Background: an optimization exercise with open tools, aiming at small area and a short achievable clock period. Do not read the settings as production practice. The RTL was checked by simulation tests, not by an equivalence proof against the original design. No driver is modelled on the clock port, so clocking that relies on it looks cheaper here than on a real chip. Power figures rest on the tool's default switching activity, not on a simulated workload.

## sprUnitTop
module sprUnitTop (
  input  logic                       CB,
  input  logic                       rstN,
  input  logic                       exeMtspr,
  input  logic                       exeMfspr,
  input  logic [10-1:0]     exeSprf,
  input  logic                       exeBranchAndLink,
  input  logic                       exeBcDecr,
  input  logic [32-1:0]      exeData,
  input  logic                       excSwap01,
  input  logic                       excSwap23,
  input  logic                       excSwapEnable,
  input  logic                       excWbRfci,
  input  logic                       sprHold,
  input  logic [30-1:0] refetchAddr,
  input  logic [32-1:0]      crIn,
  output logic [32-1:0]      readData,
  output logic [32-1:0]      link,
  output logic [32-1:0]      ctr,
  output logic                       ctrEq1,
  output logic                       ctrEq2,
  output logic [16-1:0]     evpr,
  output logic [30-1:0] returnAddr,
  output logic                       exeMtLr,
  output logic                       exeMtCtr
);
For scale: about 1300 cells after synthesis, ~260 I/O pins.
==> flow/config.mk <==
export PLATFORM = sky130hd
export DESIGN_NAME = sprUnitTop
export DESIGN_NICKNAME = sprUnitTop
export VERILOG_FILES = /design/flow/design.v
export SDC_FILE = /design/flow/constraint.sdc
export NUM_CORES = 4
export LEC_CHECK = 0
export CAP_MARGIN = 20
export CORE_MARGIN = 2
export CORE_UTILIZATION = 60
export CTS_BUF_LIST = sky130_fd_sc_hd__clkbuf_16
export CTS_CLUSTER_DIAMETER = 80
export CTS_CLUSTER_SIZE = 20
export SLEW_MARGIN = 20
export SYNTH_HIERARCHICAL = 1
==> flow/constraint.sdc <==
create_clock -name core_clock -period 5.5 [get_ports {CB}]
set_input_delay 1.1000 -clock core_clock [delete_from_list [all_inputs] [get_ports {CB}]]
set_output_delay 1.1000 -clock core_clock [all_outputs]
set_load 0.01 [all_outputs]
standard.sh (not shown) runs the stock make flow with config.mk's settings and CLKGATE_MAP_FILE= SYNTH_SCRIPT=/design/flow/synth_recipe.tcl, a recipe that flattens the netlist after the stock synthesis.
==> flow/flow/run.sh <==
#!/bin/bash
# Layout flow: the standard flow (standard.sh, unchanged synthesis) with
#  - every combinational cell started at its smallest drive before floorplan
#    (flow/downsize.tcl); the repair steps size up only where timing needs it
#  - buf_1 port buffers instead of the default delay-cell buffers
#  - area recovery by gate sizing after CTS and after global routing
#    (flow/post_cts.tcl, flow/post_grt.tcl, flow/recover_area.tcl): a cell is
#    made smaller only where the worst setup slack stays as it was; after
#    global routing the cells of the worst path are also sized for speed,
#    and repair_design restores the slew and capacitance headroom
# Each step's full log is in orfs/logs/; make's own output goes to
# flow_make_cts.log (up to CTS) and flow_make.log (the rest).
set -euo pipefail
here=$(pwd)
export PRE_FLOORPLAN_TCL="$here/flow/downsize.tcl"
export POST_CTS_TCL="$here/flow/post_cts.tcl"
export POST_GLOBAL_ROUTE_TCL="$here/flow/post_grt.tcl"
export BUFFER_PORTS_ARGS="-buffer_cell sky130_fd_sc_hd__buf_1"
SETUP_SLACK_MARGIN=2.0 bash standard.sh cts > "$here/flow_make_cts.log" 2>&1
SETUP_SLACK_MARGIN=1.6 bash standard.sh > "$here/flow_make.log" 2>&1
==> flow/flow/post_cts.tcl <==
# After CTS and its timing repair: recover area by gate sizing
# (flow/recover_area.tcl) with placement parasitics.
source [file join [file dirname [info script]] recover_area.tcl]
set ::ra_reestimate 1
estimate_parasitics -placement
recover_area 0.1
detailed_placement
==> flow/flow/post_grt.tcl <==
# After global routing and its timing repair:
#  1. recover area by gate sizing (flow/recover_area.tcl), placement
#     parasitics re-estimated after each change
#  2. repair_design puts back the slew and capacitance headroom
#  3. size the cells of the worst path for speed, global-route parasitics
#     re-estimated after each change
# then legalize, update the global routes of the changed nets and the guides.
source [file join [file dirname [info script]] recover_area.tcl]
set ::ra_reestimate 1
estimate_parasitics -placement
global_route -start_incremental
recover_area 0.1
estimate_parasitics -global_routing
repair_design -cap_margin 20 -slew_margin 20
detailed_placement
global_route -end_incremental
set ::ra_reestimate 2
estimate_parasitics -global_routing
global_route -start_incremental
improve_wns 30
detailed_placement
global_route -end_incremental
estimate_parasitics -global_routing
puts "post_grt: worst setup slack [worst_slack -max], hold [worst_slack -min], slew violations [sta::max_slew_violation_count], cap violations [sta::max_capacitance_violation_count]"
write_guides $::env(RESULTS_DIR)/route.guide
Other scripts of this flow, unchanged in this note and not shown: flow/flow/downsize.tcl, flow/flow/recover_area.tcl
The first run ran to the end with no violations.
Rerun with:
--- a/flow/flow/run.sh
+++ b/flow/flow/run.sh
@@ -18,3 +18,3 @@
 export BUFFER_PORTS_ARGS="-buffer_cell sky130_fd_sc_hd__buf_1"
 SETUP_SLACK_MARGIN=2.0 bash standard.sh cts > "$here/flow_make_cts.log" 2>&1
-SETUP_SLACK_MARGIN=1.6 bash standard.sh > "$here/flow_make.log" 2>&1
+SETUP_SLACK_MARGIN=1.75 bash standard.sh > "$here/flow_make.log" 2>&1
After rerunning: Cell area rose by about 1.5%; count of clock-buffer cells in the layout is unchanged; power went up by about 0.4%; worst hold slack is better by 0.010 ns; routed wire length climbs by about 1.3%.
Rerun with:
--- a/flow/flow/run.sh
+++ b/flow/flow/run.sh
@@ -6,5 +6,6 @@
 #  - area recovery by gate sizing after CTS and after global routing
 #    (flow/post_cts.tcl, flow/post_grt.tcl, flow/recover_area.tcl): a cell is
-#    made smaller only where the worst setup slack stays as it was; after
+#    made smaller only where the worst setup slack stays as it was (and its
+#    own pins keep 0.05 ns above it); after
 #    global routing the cells of the worst path are also sized for speed,
 #    and repair_design restores the slew and capacitance headroom
@@ -18,3 +19,3 @@
 export BUFFER_PORTS_ARGS="-buffer_cell sky130_fd_sc_hd__buf_1"
 SETUP_SLACK_MARGIN=2.0 bash standard.sh cts > "$here/flow_make_cts.log" 2>&1
-SETUP_SLACK_MARGIN=1.75 bash standard.sh > "$here/flow_make.log" 2>&1
+SETUP_SLACK_MARGIN=1.6 bash standard.sh > "$here/flow_make.log" 2>&1
--- a/flow/flow/post_cts.tcl
+++ b/flow/flow/post_cts.tcl
@@ -4,4 +4,4 @@
 set ::ra_reestimate 1
 estimate_parasitics -placement
-recover_area 0.1
+recover_area 0.05
 detailed_placement
--- a/flow/flow/post_grt.tcl
+++ b/flow/flow/post_grt.tcl
@@ -10,5 +10,5 @@
 estimate_parasitics -placement
 global_route -start_incremental
-recover_area 0.1
+recover_area 0.05
 estimate_parasitics -global_routing
 repair_design -cap_margin 20 -slew_margin 20
Result:
- The new run ran to the end with no violations
- die area is unchanged
- count of clock-buffer cells in the layout is unchanged
- critical path depth came out higher by 1
- cell area fell by 2.3%
- utilization shrinks by 1.7 points
Rerun with:
--- a/flow/flow/run.sh
+++ b/flow/flow/run.sh
@@ -19,3 +19,3 @@
 export BUFFER_PORTS_ARGS="-buffer_cell sky130_fd_sc_hd__buf_1"
 SETUP_SLACK_MARGIN=2.0 bash standard.sh cts > "$here/flow_make_cts.log" 2>&1
-SETUP_SLACK_MARGIN=1.6 bash standard.sh > "$here/flow_make.log" 2>&1
+SETUP_SLACK_MARGIN=1.75 bash standard.sh > "$here/flow_make.log" 2>&1
After rerunning: Sequential power hardly moves. Final area went up slightly. Combinational power climbs slightly. Routed wire length goes up slightly. Power is about the same. Utilization went up by 0.27 points. Clock-buffer cell count is unchanged.
Rerun with:
--- a/flow/flow/run.sh
+++ b/flow/flow/run.sh
@@ -18,4 +18,4 @@
 export POST_GLOBAL_ROUTE_TCL="$here/flow/post_grt.tcl"
 export BUFFER_PORTS_ARGS="-buffer_cell sky130_fd_sc_hd__buf_1"
-SETUP_SLACK_MARGIN=2.0 bash standard.sh cts > "$here/flow_make_cts.log" 2>&1
+SETUP_SLACK_MARGIN=2.2 bash standard.sh cts > "$here/flow_make_cts.log" 2>&1
 SETUP_SLACK_MARGIN=1.75 bash standard.sh > "$here/flow_make.log" 2>&1
Maximum frequency came out higher by 0.79%.
Design area went down by 0.64%.
Wire length falls by 2.1%.
Clock skew is about the same.

==> re-timing with driven ports <==
In the flow no input, the clock included, has a driving cell. The finished layouts below were timed again as built, in two steps. Step 1 assumes that a clkbuf_16 drives the clock port and a buf_2 every other input. Step 2 moves the port delays by t, midway between the first and last clock arrival at a register: inputs arrive t later, outputs are due t later. That takes back most of the time a late clock gives input paths. Slacks: ideal ports / drivers / drivers and shift; pairs: ideal ports / drivers.
run	t (ns)	setup WS [ns]	worst setup path after step 2	worst slew at a driven data input, ns
the first run	0.588	1.719 / 1.667 / 1.282	input to register	0.12
the second run	0.589	1.733 / 1.703 / 1.406	input to register	0.12
the third run	0.587	1.734 / 1.682 / 1.195	input to register	0.11
the fourth run	0.589	1.709 / 1.656 / 1.315	input to register	0.13
the fifth run	0.591	1.739 / 1.697 / 1.295	input to register	0.09
After both steps setup and hold are still met in every run listed. For the third run, which loses most, drivers alone change the setup slack by -0.052 ns; drivers and shift together by -0.539 ns.
